Context: an optimization exercise on an open-source flow, tuned for small area and a short achievable clock period. The choices shown serve that exercise and are no tape-out recipe. The RTL was checked by simulation tests, not by an equivalence proof against the original design. Power is estimated from default activity; no workload was simulated. No driver is modelled on the clock port, so clocking that relies on it looks cheaper here than on a real chip.

oak:
// mem_responder
module mem_responder #(
    parameter int          DEPTH      = 64,
    parameter logic [31:0] ADDR_BASE  = 32'h0000_0000,
    parameter int          RD_LATENCY = 2,
    parameter int          WR_LATENCY = 1
) (
    input  logic           clk,
    input  logic           reset,
    input  logic           MemReq,
    input  logic           MemWrite,
    input  logic [31:0]    Adr,
    input  logic [31:0]    WriteData,
    output logic [31:0]    ReadData,
    output logic           Ready,
    output logic           Err
);
    localparam int          AW   = mem_pkg::mem_log2(DEPTH);
    localparam logic [31:0] SPAN = 32'(4 * DEPTH);
    logic             r_b1;
    logic             r_b0;
    logic             r_ready;
    logic             r_err;
    logic             r_write;
    logic             r_fault;
    logic [DEPTH-1:0] r_we;
    logic [DEPTH-1:0] r_sel;
    logic [31:0]      r_wdata;
    logic [31:0]      r_rdata;
    logic             w_idle;
    logic             w_accept;
    logic [31:0]      w_offset;
    logic             w_fault;
    logic [AW-1:0]    w_idx;
    logic [31:0]      w_ram_rdata;
    assign w_idle   = !r_b1 && !r_b0 && !r_ready;
    assign w_accept = w_idle && MemReq;
    assign w_offset = Adr - ADDR_BASE;
    assign w_fault  = (w_offset[1:0] != 2'b00) || (w_offset >= SPAN);
    assign w_idx    = w_offset[AW+1:2];
    mem_array #(
        .DEPTH (DEPTH)
    ) u_mem (
        .clk     (clk),
        .i_we    (r_we),
        .i_rsel  (r_sel),
        .i_wdata (r_wdata),
        .o_rdata (w_ram_rdata)
    );
    always_ff @(posedge clk) begin
        if (w_idle) begin
            r_wdata <= WriteData;
            for (int k = 0; k < DEPTH; k++)
                r_sel[k] <= (w_idx == AW'(k)) && !w_fault;
            r_fault <= w_fault;
            r_write <= MemWrite;
        end
    end
    always_ff @(posedge clk) begin
        if (!reset) begin
            r_b1    <= 1'b0;
            r_b0    <= 1'b0;
            r_ready <= 1'b0;
            r_err   <= 1'b0;
            r_we    <= '0;
        end else begin
            r_b1    <= w_accept && !MemWrite;
  ...
==> flow/config.mk <==
export PLATFORM = sky130hd
export DESIGN_NAME = mem_responder
export DESIGN_NICKNAME = mem_responder
export VERILOG_FILES = /design/flow/design.v
export SDC_FILE = /design/flow/constraint.sdc
export NUM_CORES = 4
export LEC_CHECK = 0
export CAP_MARGIN = 20
export CORE_MARGIN = 2
export CORE_UTILIZATION = 70
export CTS_CLUSTER_DIAMETER = 100
export CTS_CLUSTER_SIZE = 30
export SETUP_SLACK_MARGIN = 2.9
export SLEW_MARGIN = 20
==> flow/constraint.sdc <==
create_clock -name core_clock -period 5.0 [get_ports {clk}]
set_input_delay 1.0000 -clock core_clock [delete_from_list [all_inputs] [get_ports {clk}]]
set_output_delay 1.0000 -clock core_clock [all_outputs]
set_load 0.01 [all_outputs]
standard.sh (not shown) runs the stock make flow with config.mk's settings and CLKGATE_MAP_FILE= SYNTH_SCRIPT=/design/flow/synth_recipe.tcl, a recipe that flattens the netlist after the stock synthesis.
==> flow/flow/run.sh <==
#!/bin/bash
set -euo pipefail
export BUFFER_PORTS_ARGS="-buffer_cell sky130_fd_sc_hd__buf_2"
export CTS_ARGS="-sink_clustering_enable -repair_clock_nets -sink_clustering_size 30 -sink_clustering_max_diameter 100 -dont_use_dummy_load"
bash standard.sh > standard.log 2>&1
The final layout from oak, which completed every stage, passed the timing, DRC and antenna checks at the end of the flow.
Edits applied to the flow inputs when going from oak to pine:
==> flow/run.sh (new file) <==
#!/bin/bash
# synth_recipe.tcl (not shown) runs the flow's synth.tcl, then flattens the netlist and writes it again
# the make line also repeats each setting of config.mk as NAME=value (left out here)
make -C /OpenROAD-flow-scripts/flow DESIGN_CONFIG=/design/flow/config.mk WORK_HOME=/design/flow/orfs CLKGATE_MAP_FILE= SYNTH_SCRIPT=/design/flow/synth_recipe.tcl finish
removed: flow/flow/run.sh
removed: flow/standard.sh
Findings:
Of oak and pine, the higher routing usage on met3 belongs to oak.
Post-detailed-route wirelength per cell | pine below oak
Final worst-path cycle share: higher on pine
Clock network power share on pine is up relative to oak.
Against oak, pine reports a cell count that is higher.
The global-route wire length before repair of pine falls short of that of oak by 2.8 mm.
The leakage power on oak is in line with that on pine.
pine against oak: final cell area excluding filler cells higher; top achievable clock speed down 0.75%.

========
Another version of the RTL of mem_responder (not shown whole).
For scale: ~4100 cells after synthesis.
// mem_responder
module mem_responder #(
    parameter int          DEPTH      = 64,
    parameter logic [31:0] ADDR_BASE  = 32'h0000_0000,
    parameter int          RD_LATENCY = 2,
    parameter int          WR_LATENCY = 1
) (
    input  logic           clk,
    input  logic           reset,
    input  logic           MemReq,
    input  logic           MemWrite,
    input  logic [31:0]    Adr,
    input  logic [31:0]    WriteData,
    output logic [31:0]    ReadData,
    output logic           Ready,
    output logic           Err
);
    localparam int          AW   = mem_pkg::mem_log2(DEPTH);
    localparam logic [31:0] SPAN = 32'(4 * DEPTH);
    logic             r_b1;
    logic             r_b0;
    logic             r_ready;
    logic             r_err;
    logic             r_write;
    logic             r_fault;
    logic             r_wcommit;
    logic [DEPTH-1:0] w_we;
    logic [DEPTH-1:0] r_sel;
    logic [31:0]      r_wdata;
    logic [31:0]      r_rdata;
    logic             w_idle;
    logic             w_accept;
    logic [31:0]      w_offset;
    logic             w_fault;
    logic [AW-1:0]    w_idx;
    logic [31:0]      w_ram_rdata;
    assign w_idle   = !r_b1 && !r_b0 && !r_ready;
    assign w_accept = w_idle && MemReq;
    assign w_offset = Adr - ADDR_BASE;
    assign w_fault  = (w_offset[1:0] != 2'b00) || (w_offset >= SPAN);
    assign w_idx    = w_offset[AW+1:2];
    assign w_we = r_sel & {DEPTH{r_wcommit}};
    mem_array #(
        .DEPTH (DEPTH)
    ) u_mem (
        .clk     (clk),
        .i_we    (w_we),
        .i_rsel  (r_sel),
        .i_wdata (r_wdata),
        .o_rdata (w_ram_rdata)
    );
    always_ff @(posedge clk) begin
        if (w_idle) begin
            r_wdata <= WriteData;
            for (int k = 0; k < DEPTH; k++)
                r_sel[k] <= (w_idx == AW'(k)) && !w_fault;
            r_fault <= w_fault;
            r_write <= MemWrite;
        end
    end
    always_ff @(posedge clk) begin
        if (!reset) begin
            r_b1    <= 1'b0;
            r_b0    <= 1'b0;
            r_ready <= 1'b0;
            r_err   <= 1'b0;
            r_wcommit <= 1'b0;
        end else begin
            r_b1    <= w_accept && !MemWrite;
            r_b0    <= r_b1 || (w_accept && MemWrite);
            r_ready <= r_b0;
            r_err   <= r_b0 && r_fault;
            r_wcommit <= r_b0 && r_write;
        end
    end
  ...
clock: 5.0 ns
lec_check: 0
cap_margin: 20
core_margin: 2
core_utilization: 76
cts_cluster_diameter: 100
cts_cluster_size: 25
setup_slack_margin: 2.9
slew_margin: 20
run.sh (not shown) runs the stock make flow with config.mk's settings and CLKGATE_MAP_FILE= SYNTH_SCRIPT=/design/flow/synth_recipe.tcl, a recipe that flattens the netlist after the stock synthesis.
Stock flow here: none of the scripts above is used.
The baseline went through all stages and came out clean.
==> next run, changes <==
CORE_UTILIZATION = 70   (was 76)
Final area rose by 0.39%.
Global-route usage went down by 3.3 points.
Utilization shrinks by 6.4 points.
Critical path depth fell by 2.
Non-clock buffer count climbs by 26.
Cell count rose by 2.3%.
Combinational power rose by about 1%.

==> afterwards: timing with drivers on the ports <==
Ports are ideal in the flow. The routed layouts listed here were re-timed in OpenROAD.
Step 1: set_driving_cell puts a clkbuf_16 on clk and a buf_2 on each other input, an assumption about the parent block.
Step 2 adds t to the input delays and takes it off the output delays; t is the mean of the earliest and latest rising clock arrival at the registers after step 1. Input paths then give back, and output paths get back, about the clock's delay inside the block.
Slacks: no drivers / after step 1 / after step 2; pairs: no drivers / after step 1.
run	t (ns)	setup slack, ns	worst setup path after step 2
oak	0.778	2.737 / 2.663 / 2.348	input to register
pine	0.794	2.720 / 2.635 / 2.276	input to register
the first run of note 2	0.797	2.681 / 2.681 / 2.103	input to register
the second run of note 2	0.804	2.754 / 2.671 / 2.216	input to register
After both steps setup and hold are still met in every run listed. The setup slack of the first run of note 2, which loses most, moves by 0.000 ns with the drivers and by -0.578 ns with both steps.
